What follows belongs to an exercise in optimizing a design on an open flow for small area; a production flow would make more cautious choices.
Only simulation tests tie the RTL to the original design; equivalence was not proved.
Power and IR drop assume default switching activity.

## alpha
==> flow/design.v <==
`default_nettype none
module alu_operand_stage (
   input  logic        clk,
   input  logic        rst_n,
   input  logic        in_valid,
   output logic        in_ready,
   input  logic [31:0] instr,
   output logic        out_valid,
   input  logic        out_ready,
   output logic [2:0]  fun3,
   output logic [6:0]  func7,
   output logic [31:0] ALUin1,
   output logic [31:0] ALUin2,
   output logic [4:0]  rd,
   output logic        illegal,
   input  logic        wb_en,
   input  logic [4:0]  wb_rd,
   input  logic [31:0] wb_data
);
   logic [6:0] opc;
   logic [4:0] rd_idx;
   logic [2:0] f3;
   logic [4:0] rs1_idx;
   logic [4:0] rs2_idx;
   logic [6:0] f7;
   assign opc     = instr[6:0];
   assign rd_idx  = instr[11:7];
   assign f3      = instr[14:12];
   assign rs1_idx = instr[19:15];
   assign rs2_idx = instr[24:20];
   assign f7      = instr[31:25];
   logic [31:0] rf_q [32];       
   logic [31:0] wrt_q;           
   logic [31:0] busy_q;
   logic        out_valid_q;
   logic [2:0]  fun3_q;
   logic [6:0]  func7_q;
   logic [31:0] alu1_q;
   logic [31:0] alu2_q;
   logic [4:0]  rd_q;
   logic        illegal_q;
   logic is_op, is_opimm, is_shift, f7_base, f7_alt;
   logic dec_legal, dec_uses_rs2;
   assign is_op    = (opc == 7'b0110011);
   assign is_opimm = (opc == 7'b0010011);
   assign is_shift = (f3[1:0] == 2'b01);           
   assign f7_base  = (f7 == 7'b0000000);
   assign f7_alt   = (f7 == 7'b0100000);
   always_comb begin
      dec_legal = 1'b0;
      if (is_op)
         dec_legal = f7_base || (f7_alt && (f3 == 3'b000 || f3 == 3'b101));
      else if (is_opimm)
         dec_legal = !is_shift || f7_base || (f7_alt && f3[2]);
   end
   assign dec_uses_rs2 = is_op;
   logic hazard, accept, acc_legal;
   assign hazard = dec_legal &&
                   (busy_q[rs1_idx] ||
                    (dec_uses_rs2 && busy_q[rs2_idx]) ||
                    busy_q[rd_idx]);
   assign in_ready  = (!out_valid_q || out_ready) && !hazard;
   assign accept    = in_valid && in_ready;
   assign acc_legal = accept && dec_legal;
   logic [31:0] wb_dec, rd_dec, rs1_dec, rs2_dec;
   always_comb begin
      for (int i = 0; i < 32; i++) begin
         wb_dec[i]  = wb_en && (wb_rd == i[4:0]) && (i != 0);
         rd_dec[i]  = (rd_idx == i[4:0]) && (i != 0);
         rs1_dec[i] = (rs1_idx == i[4:0]) && (i != 0);
         rs2_dec[i] = (rs2_idx == i[4:0]) && (i != 0);
      end
   end
   always_ff @(posedge clk or negedge rst_n) begin
      if (!rst_n) begin
         busy_q <= '0;
         wrt_q  <= '0;
      end else begin
         busy_q <= (busy_q & ~wb_dec) | (rd_dec & {32{acc_legal}});
         wrt_q  <= wrt_q | wb_dec;
      end
   end
   always_ff @(posedge clk) begin
      for (int i = 1; i < 32; i++)
         if (wb_dec[i]) rf_q[i] <= wb_data;
   end
   logic [31:0] sel1, sel2;
   assign sel1 = rs1_dec & wrt_q;
   assign sel2 = rs2_dec & wrt_q;
   logic [31:0] r1, r2;
   always_comb begin
      r1 = '0;
      r2 = '0;
      for (int i = 1; i < 32; i++) begin
         r1 = r1 | (rf_q[i] & {32{sel1[i]}});
         r2 = r2 | (rf_q[i] & {32{sel2[i]}});
      end
   end
   logic [31:0] op2;
   always_comb begin
      if (is_op)           op2 = r2;
      else if (is_shift)   op2 = {27'b0, instr[24:20]};
      else                 op2 = {{20{instr[31]}}, instr[31:20]};
   end
   logic [31:0] rd1, rd2;
   assign rd1 = accept ? (dec_legal ? r1 : 32'b0) : alu1_q;
   assign rd2 = accept ? (dec_legal ? op2 : 32'b0) : alu2_q;
   always_ff @(posedge clk or negedge rst_n) begin
      if (!rst_n) begin
         out_valid_q <= 1'b0;
         fun3_q      <= '0;
         func7_q     <= '0;
         alu1_q      <= '0;
         alu2_q      <= '0;
         rd_q        <= '0;
         illegal_q   <= 1'b0;
      end else begin
         alu1_q <= rd1;
         alu2_q <= rd2;
         if (accept) begin
            out_valid_q <= 1'b1;
            fun3_q      <= f3;
            illegal_q   <= !dec_legal;
            func7_q     <= (dec_legal && (is_op || is_shift)) ? f7 : 7'b0;
            rd_q        <= dec_legal ? rd_idx : 5'd0;
         end else if (out_ready) begin
            out_valid_q <= 1'b0;
         end
      end
   end
   assign out_valid = out_valid_q;
   assign fun3      = fun3_q;
   assign func7     = func7_q;
   assign ALUin1    = alu1_q;
   assign ALUin2    = alu2_q;
   assign rd        = rd_q;
   assign illegal   = illegal_q;
endmodule
`default_nettype wire
Settings: LEC_CHECK=0, CAP_MARGIN=20, CORE_MARGIN=2, CORE_UTILIZATION=40, CTS_CLUSTER_DIAMETER=100, CTS_CLUSTER_SIZE=20, SLEW_MARGIN=20; clock period 7.0 ns.
run.sh (not shown) runs the stock make flow with config.mk's settings and CLKGATE_MAP_FILE= SYNTH_SCRIPT=/design/flow/synth_recipe.tcl, a recipe that flattens the netlist after the stock synthesis.
## Diff of input files: beta against alpha
# alpha
export LEC_CHECK = 0
export CAP_MARGIN = 20
export CORE_MARGIN = 2
export CORE_UTILIZATION = 40
export CTS_CLUSTER_DIAMETER = 100
export CTS_CLUSTER_SIZE = 20
export SLEW_MARGIN = 20
create_clock -name core_clock -period 7.0 [get_ports {clk}]
# beta
export LEC_CHECK = 0
export CAP_MARGIN = 20
export CORE_MARGIN = 2
export CORE_UTILIZATION = 40
export SLEW_MARGIN = 20
create_clock -name core_clock -period 7.0 [get_ports {clk}]
Results
- beta finished end to end and its layout was clean on timing, DRC and antenna.
- beta: met1 usage in global routing 0.30 points above alpha
- Diff alpha -> beta: sequential power neither gained nor lost much, remaining max-slew budget at the tightest pin picked up an extra 1.5 points, clock-pin transition on the worst setup and hold timing paths lost 0.02 ns.
- | share of the clock period used by the worst path after layout | higher: beta |
- Against alpha, cell leakage power in beta rose by a few percent.
- In the tables for alpha and beta, power per unit of standard cell area reads lower with alpha.
- beta vs alpha — average wire per cell in the routed design dropped about 1.2%.
- Compared with alpha, beta ends up with a larger final cell area.
- As of beta, total wirelength of the detailed-routed design had risen slightly compared to alpha.

========
## run A
Another version of the RTL of alu_operand_stage (not shown whole).
For scale: roughly 3600 cells after synthesis, about 1100 flip-flops, about 160 I/O pins, ~0.043 mm2 of cells after synthesis.
Settings: LEC_CHECK=0, CAP_MARGIN=20, CORE_MARGIN=2, CORE_UTILIZATION=40, SLEW_MARGIN=20, SYNTH_HIERARCHICAL=1; clock period 7.0 ns.
standard.sh (not shown) runs the stock make flow with config.mk's settings and CLKGATE_MAP_FILE= SYNTH_SCRIPT=/design/flow/synth_recipe.tcl, a recipe that flattens the netlist after the stock synthesis.
==> flow/flow/run.sh <==
#!/bin/bash
# Layout flow: the standard ORFS flow (standard.sh) with these changes.
#  1. Synthesis maps the logic with an area-oriented ABC script
#     (flow/abc_area_map.script) in place of ORFS's delay-oriented one. The
#     rest of synthesis (synth_recipe.tcl, dfflibmap, flattening, renaming) is
#     unchanged, so the registers are exactly the standard synthesis's.
#  2. Port buffers use the smallest buffer (buf_1).
#  3. CTS clusters up to 25 sinks per leaf buffer and adds no dummy loads.
# Every tool's full output stays in orfs/logs/ (one log per step) and the
# make output in flow_make.log, all inside this work folder.
set -euo pipefail
W=$PWD
rm -rf "$W/orfs_scripts"
cp -r "$FLOW_HOME/scripts" "$W/orfs_scripts"
cp "$W/flow/abc_area_map.script" "$W/orfs_scripts/abc_speed.script"
export SCRIPTS_DIR="$W/orfs_scripts"
export BUFFER_PORTS_ARGS="-buffer_cell sky130_fd_sc_hd__buf_1"
export CTS_ARGS="-sink_clustering_enable -repair_clock_nets -sink_clustering_size 25 -sink_clustering_max_diameter 100 -dont_use_dummy_load"
bash "$W/standard.sh" > "$W/flow_make.log" 2>&1
==> flow/flow/abc_area_map.script <==
&get -n
&st
&dch
&nf -R 1000 -p -C 32
&put
Run A went all the way through the flow, and no timing, DRC or antenna check failed.
Edits applied to the flow inputs when going from run A to run B:
# run A
export LEC_CHECK = 0
export CAP_MARGIN = 20
export CORE_MARGIN = 2
export CORE_UTILIZATION = 40
export SLEW_MARGIN = 20
export SYNTH_HIERARCHICAL = 1
create_clock -name core_clock -period 7.0 [get_ports {clk}]
# run B
export LEC_CHECK = 0
export CAP_MARGIN = 20
export CORE_MARGIN = 2
export CORE_UTILIZATION = 50
export SLEW_MARGIN = 20
export SYNTH_HIERARCHICAL = 1
create_clock -name core_clock -period 7.0 [get_ports {clk}]
==> run summary <==
On hold slack, run A tracks run B almost exactly.
Between run A and run B, the clock network fraction of design power is lower for run B.
Between run A and run B, the power attributed to sequential cells does not differ in any meaningful way.
For the largest driver fanout on the critical path, run B came in 13 higher than run A did.
Number of buffers outside the clock class in the layout: run B < run A

========
alu_operand_stage, a different RTL version from the one above (not shown whole).
Size: ~1,100 flip-flops, ~160 I/O pins.
Design alu_operand_stage, start of the top module:
module alu_operand_stage (
   input  logic        clk,
   input  logic        rst_n,
   input  logic        in_valid,
   output logic        in_ready,
   input  logic [31:0] instr,
   output logic        out_valid,
   input  logic        out_ready,
   output logic [2:0]  fun3,
   output logic [6:0]  func7,
   output logic [31:0] ALUin1,
   output logic [31:0] ALUin2,
   output logic [4:0]  rd,
   output logic        illegal,
   input  logic        wb_en,
   input  logic [4:0]  wb_rd,
   input  logic [31:0] wb_data
);
export LEC_CHECK = 0
export CAP_MARGIN = 20
export CORE_MARGIN = 2
export CORE_UTILIZATION = 40
export CTS_CLUSTER_DIAMETER = 100
export CTS_CLUSTER_SIZE = 20
export SLEW_MARGIN = 20
create_clock -name core_clock -period 7.0 [get_ports {clk}]
==> flow/flow/run.sh <==
#!/bin/bash
# Layout flow: the standard ORFS flow (standard.sh) with two changes.
#  1. Synthesis maps the logic with an area-oriented ABC script
#     (flow/abc_area_map.script) in place of ORFS's delay-oriented one. The
#     rest of synthesis (synth_recipe.tcl, dfflibmap, flattening, renaming) is
#     unchanged, so the registers are exactly the standard synthesis's.
#  2. Port buffers use the smallest buffer (buf_1).
# Every tool's full output stays in orfs/logs/ (one log per step) and the
# make output in flow_make.log, all inside this work folder.
set -euo pipefail
W=$PWD
rm -rf "$W/orfs_scripts"
cp -r "$FLOW_HOME/scripts" "$W/orfs_scripts"
cp "$W/flow/abc_area_map.script" "$W/orfs_scripts/abc_speed.script"
export SCRIPTS_DIR="$W/orfs_scripts"
export BUFFER_PORTS_ARGS="-buffer_cell sky130_fd_sc_hd__buf_1"
bash "$W/standard.sh" > "$W/flow_make.log" 2>&1
==> flow/flow/abc_area_map.script <==
&get -n
&st
&dch
&nf -R 1000 -p
&put
==> next run, changes <==
--- a/flow/flow/run.sh
+++ b/flow/flow/run.sh
@@ -1,4 +1,4 @@
 #!/bin/bash
-# Layout flow: the standard ORFS flow (standard.sh) with two changes.
+# Layout flow: the standard ORFS flow (standard.sh) with these changes.
 #  1. Synthesis maps the logic with an area-oriented ABC script
 #     (flow/abc_area_map.script) in place of ORFS's delay-oriented one. The
@@ -6,4 +6,5 @@
 #     unchanged, so the registers are exactly the standard synthesis's.
 #  2. Port buffers use the smallest buffer (buf_1).
+#  3. CTS clusters up to 25 sinks per leaf buffer and adds no dummy loads.
 # Every tool's full output stays in orfs/logs/ (one log per step) and the
 # make output in flow_make.log, all inside this work folder.
@@ -15,3 +16,4 @@
 export SCRIPTS_DIR="$W/orfs_scripts"
 export BUFFER_PORTS_ARGS="-buffer_cell sky130_fd_sc_hd__buf_1"
+export CTS_ARGS="-sink_clustering_enable -repair_clock_nets -sink_clustering_size 25 -sink_clustering_max_diameter 100 -dont_use_dummy_load"
 bash "$W/standard.sh" > "$W/flow_make.log" 2>&1
==> flow/flow/abc_area_map.script (replaced) <==
&get -n
&st
&dch
&nf -R 1000 -p -C 32
&put
CTS_CLUSTER_DIAMETER = default   (was 100)
CTS_CLUSTER_SIZE = default   (was 20)
Outcome: Die area barely changes. Via count fell slightly. Final cell count fell by a few percent. Maximum frequency fell slightly. Clock-buffer cell count fell by 61.

[static timing again, ports no longer ideal]
No port has a modelled driver above. Below, the same layouts with a new extraction and two added sets of constraints.
Step 1, drivers: a clkbuf_16 drives clk and a buf_2 each remaining input, both assumed.
Step 2, shift: input delay + t, output delay - t, t = (earliest + latest rising clock arrival at the registers) / 2. This alone moves slack from input paths to output paths.
Slacks: ideal ports / drivers / drivers and shift; pairs: ideal ports / drivers.
| run | t (ns) | setup WS [ns] | clock arrival spread, ns | worst register clock-pin slew, ns | pins driven straight from the clock port |
|---|---|---|---|---|---|
| alpha | 0.753 | 0.905 / 0.875 / 0.875 | 0.036 / 0.036 | 0.10 / 0.10 | 1 |
| beta | 0.810 | 0.887 / 0.857 / 0.857 | 0.037 / 0.037 | 0.07 / 0.07 | 1 |
| run A | 0.745 | 1.138 / 1.179 / 0.434 | 0.055 / 0.056 | 0.11 / 0.11 | 1 |
| run B | 0.708 | 1.095 / 1.136 / 0.429 | 0.059 / 0.059 | 0.11 / 0.11 | 1 |
| the first run of note 3 | 0.718 | 1.110 / 1.153 / 0.436 | 0.036 / 0.035 | 0.10 / 0.10 | 1 |
| the second run of note 3 | 0.718 | 1.060 / 1.105 / 0.388 | 0.071 / 0.071 | 0.10 / 0.10 | 1 |
After both steps setup and hold are still met in every run listed. For run A, which loses most, drivers alone change the setup slack by +0.041 ns; drivers and shift together by -0.704 ns.
